Background: an optimization exercise with open tools, aiming at small area, a short achievable clock period and few clock cycles per item. Do not read the settings as production practice.
No functional check of the RTL was part of this run.
No activity file was given, so power comes from the tool's default toggle rates.

===== flow/config.mk =====
export PLATFORM = sky130hd
export DESIGN_NAME = ble_ad_structure_parser
export DESIGN_NICKNAME = ble_ad_structure_parser
export VERILOG_FILES = /design/flow/design.v
export SDC_FILE = /design/flow/constraint.sdc
export NUM_CORES = 4
export LEC_CHECK = 0
export ABC_AREA = 1
export CAP_MARGIN = 20
export CORE_MARGIN = 2
export CORE_UTILIZATION = 40
export CTS_BUF_LIST = sky130_fd_sc_hd__clkbuf_16
export CTS_CLUSTER_DIAMETER = 100
export CTS_CLUSTER_SIZE = 25
export SETUP_SLACK_MARGIN = 2.9
export SLEW_MARGIN = 20
export SYNTH_HIERARCHICAL = 1
export SYNTH_MINIMUM_KEEP_SIZE = 0

===== flow/constraint.sdc =====
create_clock -name core_clock -period 5.5 [get_ports {clock}]
set_input_delay 1.1000 -clock core_clock [delete_from_list [all_inputs] [get_ports {clock}]]
set_output_delay 1.1000 -clock core_clock [all_outputs]
set_load 0.01 [all_outputs]

===== flow/design.v =====
package bap_pkg;
   localparam logic [7:0] NameLimitReset = 8'd30;
   localparam int QueueDepth = 2;
   typedef enum logic [1:0] {PH_LEN, PH_TYPE, PH_DATA, PH_STOP} phase_type;
   localparam logic [4:0] K_FLAGS = 5'd0, K_UUID16 = 5'd1, K_UUID32 = 5'd2,
      K_U128LO = 5'd3, K_U128HI = 5'd4, K_SNAME = 5'd5, K_NAME = 5'd6,
      K_TXPWR = 5'd7, K_CLASS = 5'd8, K_DEVID = 5'd9, K_APPEAR = 5'd10,
      K_COMPANY = 5'd11, K_MANUF = 5'd12, K_HASH = 5'd13, K_RAND = 5'd14,
      K_UNKNOWN = 5'd15, K_BLKEND = 5'd16;
   localparam logic [3:0] C_NONE = 4'd0, C_FLAGS = 4'd1, C_TXPWR = 4'd2, C_UUID16 = 4'd3,
      C_UUID32 = 4'd4, C_U128 = 4'd5, C_SNAME = 4'd6, C_NAME = 4'd7, C_CLASS = 4'd8,
      C_HASH = 4'd9, C_RAND = 4'd10, C_DEVID = 4'd11, C_APPEAR = 4'd12, C_MANUF = 4'd13;
   typedef struct packed {
      logic       rec_valid;
      logic [3:0] kind;
      logic       half;
      logic [7:0] lo;
      logic [3:0] mask;      
      logic       end_valid;
      logic [1:0] end_status;
      logic [6:0] num;
   } entry_type;
   localparam int EntryBits = 28;
   function automatic logic type_is_known(input logic [7:0] t);
      type_is_known = (t >= 8'h01 && t <= 8'h0A) || (t >= 8'h0D && t <= 8'h10) ||
             (t >= 8'h14 && t <= 8'h19) || (t >= 8'h1F && t <= 8'h21) ||
             (t == 8'hFF);
   endfunction
   function automatic logic [3:0] type_class(input logic [7:0] t);
      case (t)
         8'h01: type_class = C_FLAGS;
         8'h0A: type_class = C_TXPWR;
         8'h02, 8'h03: type_class = C_UUID16;
         8'h04, 8'h05: type_class = C_UUID32;
         8'h06, 8'h07: type_class = C_U128;
         8'h08: type_class = C_SNAME;
         8'h09: type_class = C_NAME;
         8'h0D: type_class = C_CLASS;
         8'h0E: type_class = C_HASH;
         8'h0F: type_class = C_RAND;
         8'h10: type_class = C_DEVID;
         8'h19: type_class = C_APPEAR;
         8'hFF: type_class = C_MANUF;
         default: type_class = C_NONE;
      endcase
   endfunction
   function automatic logic lt8(input logic [7:0] a, input logic [7:0] b);
      logic [7:0] g, e;
      logic [3:0] g2, e2;
      logic [1:0] g4, e4;
      g = ~a & b;
      e = ~(a ^ b);
      for (int i = 0; i < 4; i++) begin
         g2[i] = g[2*i+1] | (e[2*i+1] & g[2*i]);
         e2[i] = e[2*i+1] & e[2*i];
      end
      for (int i = 0; i < 2; i++) begin
         g4[i] = g2[2*i+1] | (e2[2*i+1] & g2[2*i]);
         e4[i] = e2[2*i+1] & e2[2*i];
      end
      lt8 = g4[1] | (e4[1] & g4[0]);
   endfunction
   function automatic logic [7:0] inc8(input logic [7:0] a);
      inc8[0] = ~a[0];
      for (int i = 1; i < 8; i++) inc8[i] = a[i] ^ (&(a | ~((8'd1 << i) - 8'd1)));
   endfunction
   function automatic logic [7:0] dec8(input logic [7:0] a);
      dec8[0] = ~a[0];
      for (int i = 1; i < 8; i++) dec8[i] = a[i] ^ ~(|(a & ((8'd1 << i) - 8'd1)));
   endfunction
   function automatic logic [3:0] kind_mask(input logic [3:0] k);
      kind_mask[0] = (k == 4'd1) || (k == 4'd2) || (k == 4'd3) || (k == 4'd4) || (k == 4'd8) ||
                     (k == 4'd9) || (k == 4'd10) || (k == 4'd11) || (k == 4'd13) || (k == 4'd14);
      kind_mask[1] = (k == 4'd2) || (k == 4'd3) || (k == 4'd4) || (k == 4'd8) ||
                     (k == 4'd9) || (k == 4'd13) || (k == 4'd14);
      kind_mask[2] = (k == 4'd2) || (k == 4'd3) || (k == 4'd4) ||
                     (k == 4'd9) || (k == 4'd13) || (k == 4'd14);
      kind_mask[3] = (k == 4'd3) || (k == 4'd4) || (k == 4'd9) || (k == 4'd13) || (k == 4'd14);
   endfunction
endpackage
module bap_front (
   input  logic               clock,
   input  logic               reset,
   input  logic               req_valid,
   output logic               req_stall,
   input  logic [16:0]        req_data,
   output logic               csr_ready,
   input  logic [7:0]         name_limit,
   output logic               rsp_valid,
   input  logic               rsp_stall,
   output logic [78:0]        rsp_data
);
   logic full, pop, wide_pend, wide_take, pop_ok, wide_ok, push, wide_push, h_recend;
   bap_pkg::entry_type ent;
   logic [63:0] acc;
   logic       in_v, in_first, in_act, in_end, in_s2, in_bz, in_known, in_pre, in_nm;
   logic [7:0] in_b;
   logic [3:0] in_cls;
   bap_pkg::phase_type phase_ff;
   logic [7:0] offs_ff, rem_ff, pos_ff;
   logic [6:0] cnt_ff;
   logic [1:0] stat_ff;
   logic [3:0] cls_ff;
   logic nz_ff, drec_ff, nmn_ff;
   logic go, accept, wstall, name_ok;
   function automatic logic [2:0] lane_of(input logic [3:0] c, input logic [7:0] ps);
      if (c == bap_pkg::C_UUID16) lane_of = {2'b00, ps[0]};
      else if (c == bap_pkg::C_UUID32) lane_of = {1'b0, ps[1:0]};
      else lane_of = ps[2:0];
   endfunction
   function automatic logic keep_of(input logic [3:0] c, input logic [7:0] ps);
      case (c)
         bap_pkg::C_UUID16, bap_pkg::C_UUID32, bap_pkg::C_U128: keep_of = 1'b1;
         bap_pkg::C_CLASS, bap_pkg::C_HASH, bap_pkg::C_RAND, bap_pkg::C_DEVID:
            keep_of = (ps[7:4] == 4'd0);
         bap_pkg::C_APPEAR, bap_pkg::C_MANUF: keep_of = (ps[7:1] == 7'd0);
         default: keep_of = 1'b0;
      endcase
   endfunction
   logic [2:0] lane;
   logic kw;
   assign lane = lane_of(cls_ff, pos_ff);
   assign kw = keep_of(cls_ff, pos_ff);
   logic wblock, st_reg, st_if, vnf_ff;
   assign wblock = wide_pend && vnf_ff && nz_ff;
   assign wstall = wblock && !wide_take;
   assign go = in_v && !wstall && (!full || pop);
   assign st_reg = in_v && (wblock || (full && h_recend));
   assign st_if = in_v && full;
   bap_stall u_stall (.st_reg(st_reg), .st_if(st_if), .rsp_stall(rsp_stall),
                      .req_stall(req_stall));
   assign accept = req_valid && !req_stall;
   assign csr_ready = !in_v;
   assign name_ok = bap_pkg::lt8(pos_ff, name_limit);
   logic [8:0] dfull;
   logic [8:0] dsum;
   assign dsum = {1'b0, req_data[8:1]} + {1'b0, ~req_data[16:9]};
   assign dfull = {!dsum[8], dsum[7:0]};
   logic [7:0] onext, lin, lm1in;
   logic act_in, end_in, s2_in;
   always_comb begin
      lin = req_data[8:1];
      lm1in = bap_pkg::dec8(lin);
      if (!in_v) onext = offs_ff;
      else if (in_first) onext = {7'd0, in_act};
      else onext = in_act ? bap_pkg::inc8(offs_ff) : offs_ff;
      act_in = (lin != 8'd0) && (req_data[0] || bap_pkg::lt8(onext, lin));
      end_in = (lin != 8'd0) && (req_data[0] ? (lin == 8'd1) : (onext == lm1in));
      s2_in = dfull[8] || (!req_data[0] && bap_pkg::lt8(dfull[7:0], onext));
   end
   always_ff @(posedge clock) begin
      if (reset) begin
         in_v <= 1'b0; vnf_ff <= 1'b0;
      end else if (accept) begin
         in_v <= 1'b1; vnf_ff <= !req_data[0];
      end else if (go) begin
         in_v <= 1'b0; vnf_ff <= 1'b0;
      end
   end
   always_ff @(posedge clock) begin
      if (accept) begin
         in_first <= req_data[0];
         in_b <= req_data[16:9];
         in_act <= act_in;
         in_end <= end_in;
         in_bz <= (req_data[16:9] == 8'd0);
         in_s2 <= s2_in;
         in_known <= bap_pkg::type_is_known(req_data[16:9]);
         in_cls <= bap_pkg::type_class(req_data[16:9]);
         in_pre <= !in_v;
         in_nm <= name_ok;
      end
   end
   bap_pkg::phase_type ph;
   logic [7:0] rem, ps;
   logic [6:0] cn, cm1;
   logic [1:0] st;
   logic [3:0] cls;
   logic       act, endb, nm, stop2, is_name, rec, wide, half, drec_n, nmn_n, nz_n;
   logic [3:0] kind, mask;
   always_comb begin
      act = in_act;
      endb = in_end;
      stop2 = in_s2;
      nm = in_pre ? in_nm : nmn_ff;
      is_name = (cls_ff == bap_pkg::C_SNAME) || (cls_ff == bap_pkg::C_NAME);
      ph = in_first ? bap_pkg::PH_LEN : phase_ff;
      cn = in_first ? 7'd0 : cnt_ff;
      cm1 = 7'(bap_pkg::dec8({1'b0, cnt_ff}));
      rem = rem_ff;
      ps = pos_ff;
      st = stat_ff;
      cls = cls_ff;
      rec = 1'b0;
      kind = 4'(bap_pkg::K_UNKNOWN);
      wide = 1'b0;
      half = 1'b0;
      drec_n = 1'b0;
      nmn_n = 1'b0;
      nz_n = 1'b0;
      case (ph)
         bap_pkg::PH_LEN: begin
            if (in_bz) begin
               ph = bap_pkg::PH_STOP; st = 2'd1;
            end else if (stop2) begin
               ph = bap_pkg::PH_STOP; st = 2'd2;
            end else begin
               cn = 7'(bap_pkg::inc8({1'b0, cn}));
               rem = in_b; ph = bap_pkg::PH_TYPE;
            end
         end
         bap_pkg::PH_TYPE: begin
            ps = 8'd0;
            rem = bap_pkg::dec8(rem_ff);
            cls = in_cls;
            if ((in_cls == bap_pkg::C_HASH || in_cls == bap_pkg::C_RAND) && (rem_ff[7:5] == 3'd0) && (!rem_ff[4] || rem_ff[3:0] == 4'd0))
               cls = bap_pkg::C_NONE;
            rec = !in_known;
            ph = (rem_ff != 8'd1) ? bap_pkg::PH_DATA : bap_pkg::PH_LEN;
            drec_n = (in_cls == bap_pkg::C_FLAGS) || (in_cls == bap_pkg::C_TXPWR);
            nmn_n = (name_limit != 8'd0);
         end
         bap_pkg::PH_DATA: begin
            rec = drec_ff || (is_name && nm);
            case (cls_ff)
               bap_pkg::C_FLAGS: kind = 4'(bap_pkg::K_FLAGS);
               bap_pkg::C_TXPWR: kind = 4'(bap_pkg::K_TXPWR);
               bap_pkg::C_UUID16: begin kind = 4'(bap_pkg::K_UUID16); wide = 1'b1; end
               bap_pkg::C_UUID32: begin kind = 4'(bap_pkg::K_UUID32); wide = 1'b1; end
               bap_pkg::C_U128: begin
                  kind = pos_ff[3] ? 4'(bap_pkg::K_U128HI) : 4'(bap_pkg::K_U128LO);
                  wide = 1'b1;
               end
               bap_pkg::C_SNAME: kind = 4'(bap_pkg::K_SNAME);
               bap_pkg::C_NAME: kind = 4'(bap_pkg::K_NAME);
               bap_pkg::C_CLASS: begin kind = 4'(bap_pkg::K_CLASS); wide = 1'b1; end
               bap_pkg::C_HASH: begin kind = 4'(bap_pkg::K_HASH); wide = 1'b1; half = pos_ff[3]; end
               bap_pkg::C_RAND: begin kind = 4'(bap_pkg::K_RAND); wide = 1'b1; half = pos_ff[3]; end
               bap_pkg::C_DEVID: begin kind = 4'(bap_pkg::K_DEVID); wide = 1'b1; end
               bap_pkg::C_APPEAR: begin kind = 4'(bap_pkg::K_APPEAR); wide = 1'b1; end
               bap_pkg::C_MANUF: begin
                  wide = (pos_ff[7:1] == 7'd0);
                  kind = wide ? 4'(bap_pkg::K_COMPANY) : 4'(bap_pkg::K_MANUF);
               end
               default: ;
            endcase
            case (cls_ff)
               bap_pkg::C_UUID16: drec_n = !pos_ff[0];
               bap_pkg::C_UUID32: drec_n = (pos_ff[1:0] == 2'd2);
               bap_pkg::C_U128: drec_n = (pos_ff[2:0] == 3'd6) && (pos_ff[3] || rem_ff[7:4] != 4'd0 || (rem_ff[3] && rem_ff[2:1] != 2'd0));
               bap_pkg::C_CLASS: drec_n = (pos_ff == 8'd1);
               bap_pkg::C_HASH, bap_pkg::C_RAND: drec_n = (pos_ff == 8'd6) || (pos_ff == 8'd14);
               bap_pkg::C_DEVID: drec_n = (pos_ff == 8'd6);
               bap_pkg::C_APPEAR: drec_n = (pos_ff == 8'd0);
               bap_pkg::C_MANUF: drec_n = 1'b1;
               default: drec_n = 1'b0;
            endcase
            case (cls_ff)
               bap_pkg::C_UUID16: nz_n = !pos_ff[0];
               bap_pkg::C_UUID32: nz_n = (pos_ff[1:0] != 2'd3);
               bap_pkg::C_U128: nz_n = (pos_ff[2:0] != 3'd7);
               bap_pkg::C_CLASS, bap_pkg::C_HASH, bap_pkg::C_RAND, bap_pkg::C_DEVID:
                  nz_n = (pos_ff[7:4] == 4'd0) && (pos_ff[3:0] != 4'd15) && (pos_ff[2:0] != 3'd7);
               bap_pkg::C_APPEAR, bap_pkg::C_MANUF: nz_n = (pos_ff == 8'd0);
               default: nz_n = 1'b0;
            endcase
            if (rem_ff == 8'd1) nz_n = 1'b0;
            ps = bap_pkg::inc8(pos_ff);
            nmn_n = bap_pkg::lt8(ps, name_limit);
            rem = bap_pkg::dec8(rem_ff);
            if (rem_ff == 8'd1) ph = bap_pkg::PH_LEN;
         end
         default: ;
      endcase
      mask[0] = rec && wide;
      mask[1] = rec && wide && (cls_ff == bap_pkg::C_UUID32 || cls_ff == bap_pkg::C_U128 ||
                        cls_ff == bap_pkg::C_CLASS || cls_ff == bap_pkg::C_HASH ||
                        cls_ff == bap_pkg::C_RAND || cls_ff == bap_pkg::C_DEVID);
      mask[2] = rec && wide && (cls_ff == bap_pkg::C_UUID32 || cls_ff == bap_pkg::C_U128 ||
                        cls_ff == bap_pkg::C_HASH || cls_ff == bap_pkg::C_RAND ||
                        cls_ff == bap_pkg::C_DEVID);
      mask[3] = rec && wide && (cls_ff == bap_pkg::C_U128 || cls_ff == bap_pkg::C_HASH ||
                        cls_ff == bap_pkg::C_RAND || cls_ff == bap_pkg::C_DEVID);
      ent.rec_valid = rec;
      ent.kind = kind;
      ent.half = half;
      ent.lo = !rec ? {1'b0, cn} : (wide ? acc[7:0] : in_b);
      ent.mask = mask;
      ent.end_valid = endb;
      ent.end_status = (ph == bap_pkg::PH_STOP) ? st :
                       ((ph == bap_pkg::PH_LEN) ? 2'd0 : 2'd2);
      ent.num = rec ? cm1 : cn;
   end
   assign push = go && ((act && rec) || endb);
   assign wide_push = go && act && rec && wide;
   always_ff @(posedge clock) begin
      if (reset) begin
         phase_ff <= bap_pkg::PH_LEN; offs_ff <= '0; cnt_ff <= '0; nz_ff <= 1'b0;
      end else if (go) begin
         if (act) begin
            phase_ff <= ph; offs_ff <= in_first ? 8'd1 : bap_pkg::inc8(offs_ff); cnt_ff <= cn;
            nz_ff <= nz_n;
         end else if (in_first) begin
            phase_ff <= bap_pkg::PH_LEN; offs_ff <= '0; cnt_ff <= '0; nz_ff <= 1'b0;
         end
      end
   end
   always_ff @(posedge clock) begin
      if (go && act) begin
         rem_ff <= rem; pos_ff <= ps; stat_ff <= st; cls_ff <= cls;
         drec_ff <= drec_n; nmn_ff <= nmn_n;
      end else if (go) begin
         nmn_ff <= name_ok;
      end
   end
   logic in_data;
   assign in_data = !in_first && (phase_ff == bap_pkg::PH_DATA);
   for (genvar k = 0; k < 8; k++) begin : g_acc
      always_ff @(posedge clock) begin
         if (go && in_data && kw && lane == 3'(k)) acc[8*k +: 8] <= in_b;
      end
   end
   localparam int D = bap_pkg::QueueDepth;
   logic [D-1:0][bap_pkg::EntryBits-1:0] q_ff;
   logic [D-1:0] occ_ff;            
   logic take, hrec;
   bap_pkg::entry_type h, h_next, s_next;
   logic [63:0] val;
   assign h = q_ff[0];
   assign full = occ_ff[D-1];
   assign rsp_valid = occ_ff[0];
   assign hrec = h.rec_valid;
   assign h_recend = h.rec_valid && h.end_valid;
   assign pop_ok = occ_ff[0] && !h_recend;
   assign wide_ok = occ_ff[0] && h.mask[0];
   assign take = occ_ff[0] && !rsp_stall;
   assign pop = pop_ok && !rsp_stall;
   assign wide_take = wide_ok && !rsp_stall;
   always_comb begin
      s_next = q_ff[(D > 1) ? 1 : 0];
      s_next.mask = s_next.rec_valid ? bap_pkg::kind_mask(s_next.kind) : 4'd0;
      h_next = h;
      h_next.rec_valid = 1'b0;
      h_next.mask = '0;
      h_next.num = 7'(bap_pkg::inc8({1'b0, h.num}));
      h_next.lo = {1'b0, h_next.num};
   end
   always_comb begin
      val[7:0] = h.lo;
      val[15:8] = acc[15:8] & {8{h.mask[0]}};
      val[23:16] = acc[23:16] & {8{h.mask[1]}};
      val[31:24] = acc[31:24] & {8{h.mask[2]}};
      val[63:32] = acc[63:32] & {32{h.mask[3]}};
      rsp_data = {!hrec, hrec ? h.kind : 4'd0, val, hrec && h.half, hrec ? h.num : 7'd0,
                  hrec ? 2'd0 : h.end_status};
   end
   always_ff @(posedge clock) begin
      if (reset) begin
         occ_ff <= '0; wide_pend <= 1'b0;
      end else begin
         if (push && !pop) occ_ff <= {occ_ff[D-2:0], 1'b1};
         else if (pop && !push) occ_ff <= {1'b0, occ_ff[D-1:1]};
         wide_pend <= wide_push || (wide_pend && !wide_take);
      end
   end
   logic [D-1:0] wr_here;
   always_comb begin
      for (int i = 0; i < D; i++) begin
         if (pop) wr_here[i] = (i + 1 < D) ? occ_ff[i] && !occ_ff[(i + 1) % D] : occ_ff[i];
         else wr_here[i] = (i == 0) ? !occ_ff[0] : occ_ff[(i + D - 1) % D] && !occ_ff[i];
      end
   end
   always_ff @(posedge clock) begin
      for (int i = 0; i < D; i++) begin
         if (wr_here[i]) q_ff[i] <= ent;
         else if (pop) begin
            if (i + 1 < D) q_ff[i] <= (i == 0) ? s_next : q_ff[(i + 1) % D];
         end else if (i == 0 && take) q_ff[0] <= h_next;
      end
   end
endmodule
module bap_stall (
   input  logic st_reg,
   input  logic st_if,
   input  logic rsp_stall,
   output logic req_stall
);
   assign req_stall = st_reg || (rsp_stall && st_if);
endmodule
module ble_ad_structure_parser (
   input  logic             clock,
   input  logic             reset,
   input  logic             req_valid,
   output logic             req_stall,
   input  logic [16:0]      req_data,    
   output logic             rsp_valid,
   input  logic             rsp_stall,
   output logic [78:0]      rsp_data,    
   input  logic             csr_valid,
   output logic             csr_ready,
   input  logic [7:0]       csr_data
);
   logic [7:0] limit_ff;
   always_ff @(posedge clock) begin
      if (reset) limit_ff <= bap_pkg::NameLimitReset;
      else if (csr_valid && csr_ready) limit_ff <= csr_data;
   end
   bap_front u_front (.clock(clock), .reset(reset), .req_valid(req_valid),
                      .req_stall(req_stall), .req_data(req_data), .csr_ready(csr_ready),
                      .name_limit(limit_ff), .rsp_valid(rsp_valid), .rsp_stall(rsp_stall),
                      .rsp_data(rsp_data));
endmodule

===== flow/flow/run.sh =====
#!/bin/bash
# Standard layout, with the port buffers inserted before placement made of
# sky130_fd_sc_hd__buf_2 cells instead of the buffer buffer_ports picks by
# default, and without the adder-extraction step in synthesis (ABC maps the
# arithmetic as plain gates).
set -euo pipefail
export BUFFER_PORTS_ARGS="-buffer_cell sky130_fd_sc_hd__buf_2"
export ADDER_MAP_FILE=
bash standard.sh > standard_flow.log 2>&1

===== flow/standard.sh =====
#!/bin/bash
# synth_recipe.tcl (not shown) runs the flow's synth.tcl, then flattens the netlist and writes it again
# the make line also repeats each setting of config.mk as NAME=value (left out here)
make -C /OpenROAD-flow-scripts/flow DESIGN_CONFIG=/design/flow/config.mk WORK_HOME=/design/flow/orfs CLKGATE_MAP_FILE= SYNTH_SCRIPT=/design/flow/synth_recipe.tcl "${@:-finish}"

==> impl_metrics.yaml <==
worst_setup_path:
  crit_slowest_cell: "buf_4"
  path_class: "in -> out"
  worstSetupStartpoint: "rsp_stall"
  r2r_start: "u_front.pos_ff[5]"
  crit_path_max_incr_delay_ns: 0.13
  path_common_cell: "nand2_4"
  endpoint: "req_stall"
  endpoint_kind: "output pin"
  required_ns: 4.40
  worstPathCellList: "buf_4 -> nand2_4 -> nand2_4 -> buf_6"
  rrSetupSlack_ns: 3.11
  critical_path.max_fanout: 3
  cp-start-kind: "primary input"
  worstPathArrival_ns: 1.48
  reg2regPathDepth: 9
  timing.rr.end: "u_front.acc[7]"
floorplan:
  placementRows: 59
  die_area_um2: 27900
  core-area_um2: 26100
  ioPinCount: 112
  die_y_um: 167
  fp.dieW_um: 167
  start_util: 0.407
power:
  internal_power_w: 0.00241
  p_leak_nw: 6.05
  p_sw_w: 0.000966
  p_per_area_nw_per_um2: 271
  p_clk_frac: 0.362
  combPwrFrac: 0.131
  swShare: 0.286
  pwr-share-seq: 0.506
  vdd_ir_drop_max_v: 0.000158
place:
  globalplace.congestion: 0.901
  dp_cells: 1768
  io_buffers: 111
  place_area_um2: 11500
  dpl.hpwl_um: 19900
timing:
  fmax_mhz: 387
  setup_violations: 0
  tns_ns: 0
  drv_slew: 0
  relSlewSlack: 0.390
  finalCriticalPeriod_ns: 2.58
  fin_worst_skew_ns: 0.0120
  final_hold_viol_count: 0
  rsz0062_at_grt: "no"
  min_period_over_period: 0.469
  worst_pin_slew_ns: 0.913
global_route:
  antenna_found_initial: 0
  grt_pass1_wl_um: 44200
  track_usage: 0.199
  grt_max_degree: 25
  overflow: 0
  grt_pass1_vias: 8435
clock_network:
  cts_sinks: 191
  clk_latency_ns: 0.44
  h-tree-depth: 4
  cts_root_buf: "clkbuf_16"
  cts_buffer_depth: 2
  clkTransAtPathRegs_ns: 0.08
  cts_tree: "yes"
  cts_buffers: 17
  ctsHoldBuffers: 0
yosys:
  ys_types: 55
  synth_area_per_cell_um2: 7.84
  ys_ff_latch: 191
  synthDominantCellAreaShare: 0.451
  async_flop_share: 0
  syn_area_um2: 10600
  yosys_warnings: 8
  synth.area.top_cells: "edfxtp_1, nand2_1, inv_1"
  synth_top_area_cell: "edfxtp_1"
  synth_edf_count: 160
  seq_area_frac_synth: 0.510
  netlist_instances: 1358
  syn_nets: 1388
  synth_top_flop_cell: "edfxtp_1"
detailed_routing:
  wire_per_inst_um: 15.1
  vias: 9222
  drt_iter0_drc: 834
  drc: 0
  postRouteAntennaNets: 0
  wl_um: 27400
  firstDrtPassIters: 16
  vias_per_cell: 5.06
cells_and_area:
  diodes: 0
  drive_above_1_share: 0.155
  final_nets: 1503
  finalNonFillerCells: 1821
  n_fill_cell: 2592
  fin_area_um2: 12400
  area_delta_synth_final_pct: 16.9
run_status:
  status: "no timing/DRC/antenna violations"
flow_run:
  maxCapViolCount: 0
hold_path:
  hold_class: "reg -> reg"
-- critical path, delay by kind of cell --
| kind | cells | cell delay, ns |
|---|---|---|
| buffers and inverters | 2 | 0.25 |
| and+or+nand+nor | 2 | 0.12 |
-- power by group through the flow --
stage,logic (W),registers [W],clock network (W)
floorplan,0.000315,0.00171,0
global placement,0.000409,0.00175,0
detailed placement,0.000412,0.00175,0
CTS,0.000432,0.00171,0.00124
global route,0.000504,0.00172,0.00130
finish,0.000443,0.00171,0.00122
-- cell type report --
class	count	area, um2	area share
clock inverter	15	166	0.0134
timing repair buffer	133	761	0.0611
inverter	229	880	0.0707
sequential	191	5430	0.436
clock buffer	17	425	0.0342
multi-input combinational	901	4370	0.351
tap	335	419	0.0337
-- per-stage QoR --
| stage | total power [W] | util | hold WS [ns] | setup WS, ns |
|---|---|---|---|---|
| 2_1_floorplan | 0.00203 | - | 0.426 | 2.84 |
| 3_3_place_gp | 0.00216 | 0.441 | 0.461 | 1.58 |
| 3_5_place_dp | 0.00216 | 0.441 | 0.460 | 1.50 |
| 4_1_cts | 0.00338 | 0.470 | 0.472 | 2.90 |
| 5_1_grt | 0.00352 | 0.476 | 0.497 | 2.89 |
| 6_report | 0.00337 | 0.476 | 0.471 | 2.92 |
-- cells by family after synthesis --
| kind of cell | after synthesis | synth area share |
|---|---|---|
| AOI/OAI and AO/OA | 170 | 0.0967 |
| xor gates and xnor gates | 21 | 0.0173 |
| buffers and inverters | 266 | 0.101 |
| DFF | 191 | 0.510 |
| and+or+nand+nor | 710 | 0.275 |
-- what timing repair did --
action / in CTS / in global routing
setup buffers: 9 / 12
pin swaps: 5 / 3
setup endpoints to repair: 182 / 101
gates resized for setup: 19 / 22
-- worst min path at each step --
| stage | to | slack (ns) | depth (start not counted) | startpoint |
|---|---|---|---|---|
| floorplan | u_front.q_ff[37] | 0.43 | 0 | u_front.in_end |
| global placement | u_front.wide_pend | 0.46 | 2 | u_front.wide_pend |
| detailed placement | u_front.wide_pend | 0.46 | 2 | u_front.wide_pend |
| CTS | u_front.wide_pend | 0.47 | 2 | u_front.wide_pend |
| global route | u_front.q_ff[37] | 0.50 | 0 | u_front.in_end |
| finish | u_front.wide_pend | 0.47 | 2 | u_front.wide_pend |
-- state kept, by name, summed over array words and instances (netlist names), 4 cells and up --
register	flops
limit_ff	8
u_front.rem_ff	8
u_front.offs_ff	8
u_front.pos_ff	8
u_front.q_ff	52
u_front.in_cls	4
u_front.in_b	8
u_front.acc	64
u_front.cls_ff	4
u_front.cnt_ff	7
-- cell usage after synthesis (all sizes together) (15+ instances only) --
cell	n
nand4	15
o21ai	57
clkbuf	16
inv	227
a21oi	59
nor3	19
edfxtp	160
nand3	73
buf	21
nand2	420
dfxtp	31
nor2	164
-- metal layers --
metal  global-route usage  share of wire  routed length, um
met2                0.310           0.45              12500
met5                    0              0                  0
met3               0.0307          0.049               1350
met1                0.290           0.48              13200
met4               0.0582          0.015                422
-- modules after synthesis (local to each module, per instance) --
module	copies in the design	cells inside	flops+latches
bap_front	1	1312	183
bap_stall	1	3	0
ble_ad_structure_parser	1	43	8
-- cell usage in the layout (no fill, tap or decap), types with 5 or more instances in the layout --
cell	count
nor2_2	9
o21ai_2	7
inv_6	5
buf_2	108
nor3_1	18
o21ai_1	10
clkbuf_16	17
dfxtp_1	30
edfxtp_1	160
nand4_1	14
nand3_1	72
a221oi_1	6
or2_2	5
a21oi_1	57
nor2_4	13
buf_4	20
xor2_1	14
inv_1	219
nand2_1	410
nor2_1	141
a31oi_1	14
o21ai_0	39
xnor2_1	7
o22ai_1	5

==> afterwards: timing with drivers on the ports <==
How much do the figures lean on ideal ports? The routed layout below was timed once more, with nothing changed but the port constraints. Step 1 (the two cells are an assumption about what drives the block):
set clk [get_ports {clock}]
set_driving_cell -lib_cell sky130_fd_sc_hd__clkbuf_16 $clk
set_driving_cell -lib_cell sky130_fd_sc_hd__buf_2 [delete_from_list [all_inputs] $clk]
Step 2, shift: input delay + t, output delay - t, t = (earliest + latest rising clock arrival at the registers) / 2. This alone moves slack from input paths to output paths. Slacks: ideal ports / drivers / drivers and shift; pairs: ideal ports / drivers.
shift t [ns]: 0.479
setup slack, ns: 2.919 / 2.888 / 2.508
worst slew at a driven data input, ns: 0.04
cell pins on the clock port's net: 1
After both steps this run still meets setup and hold. For this run, drivers alone change the setup slack by -0.031 ns; drivers and shift together by -0.411 ns.
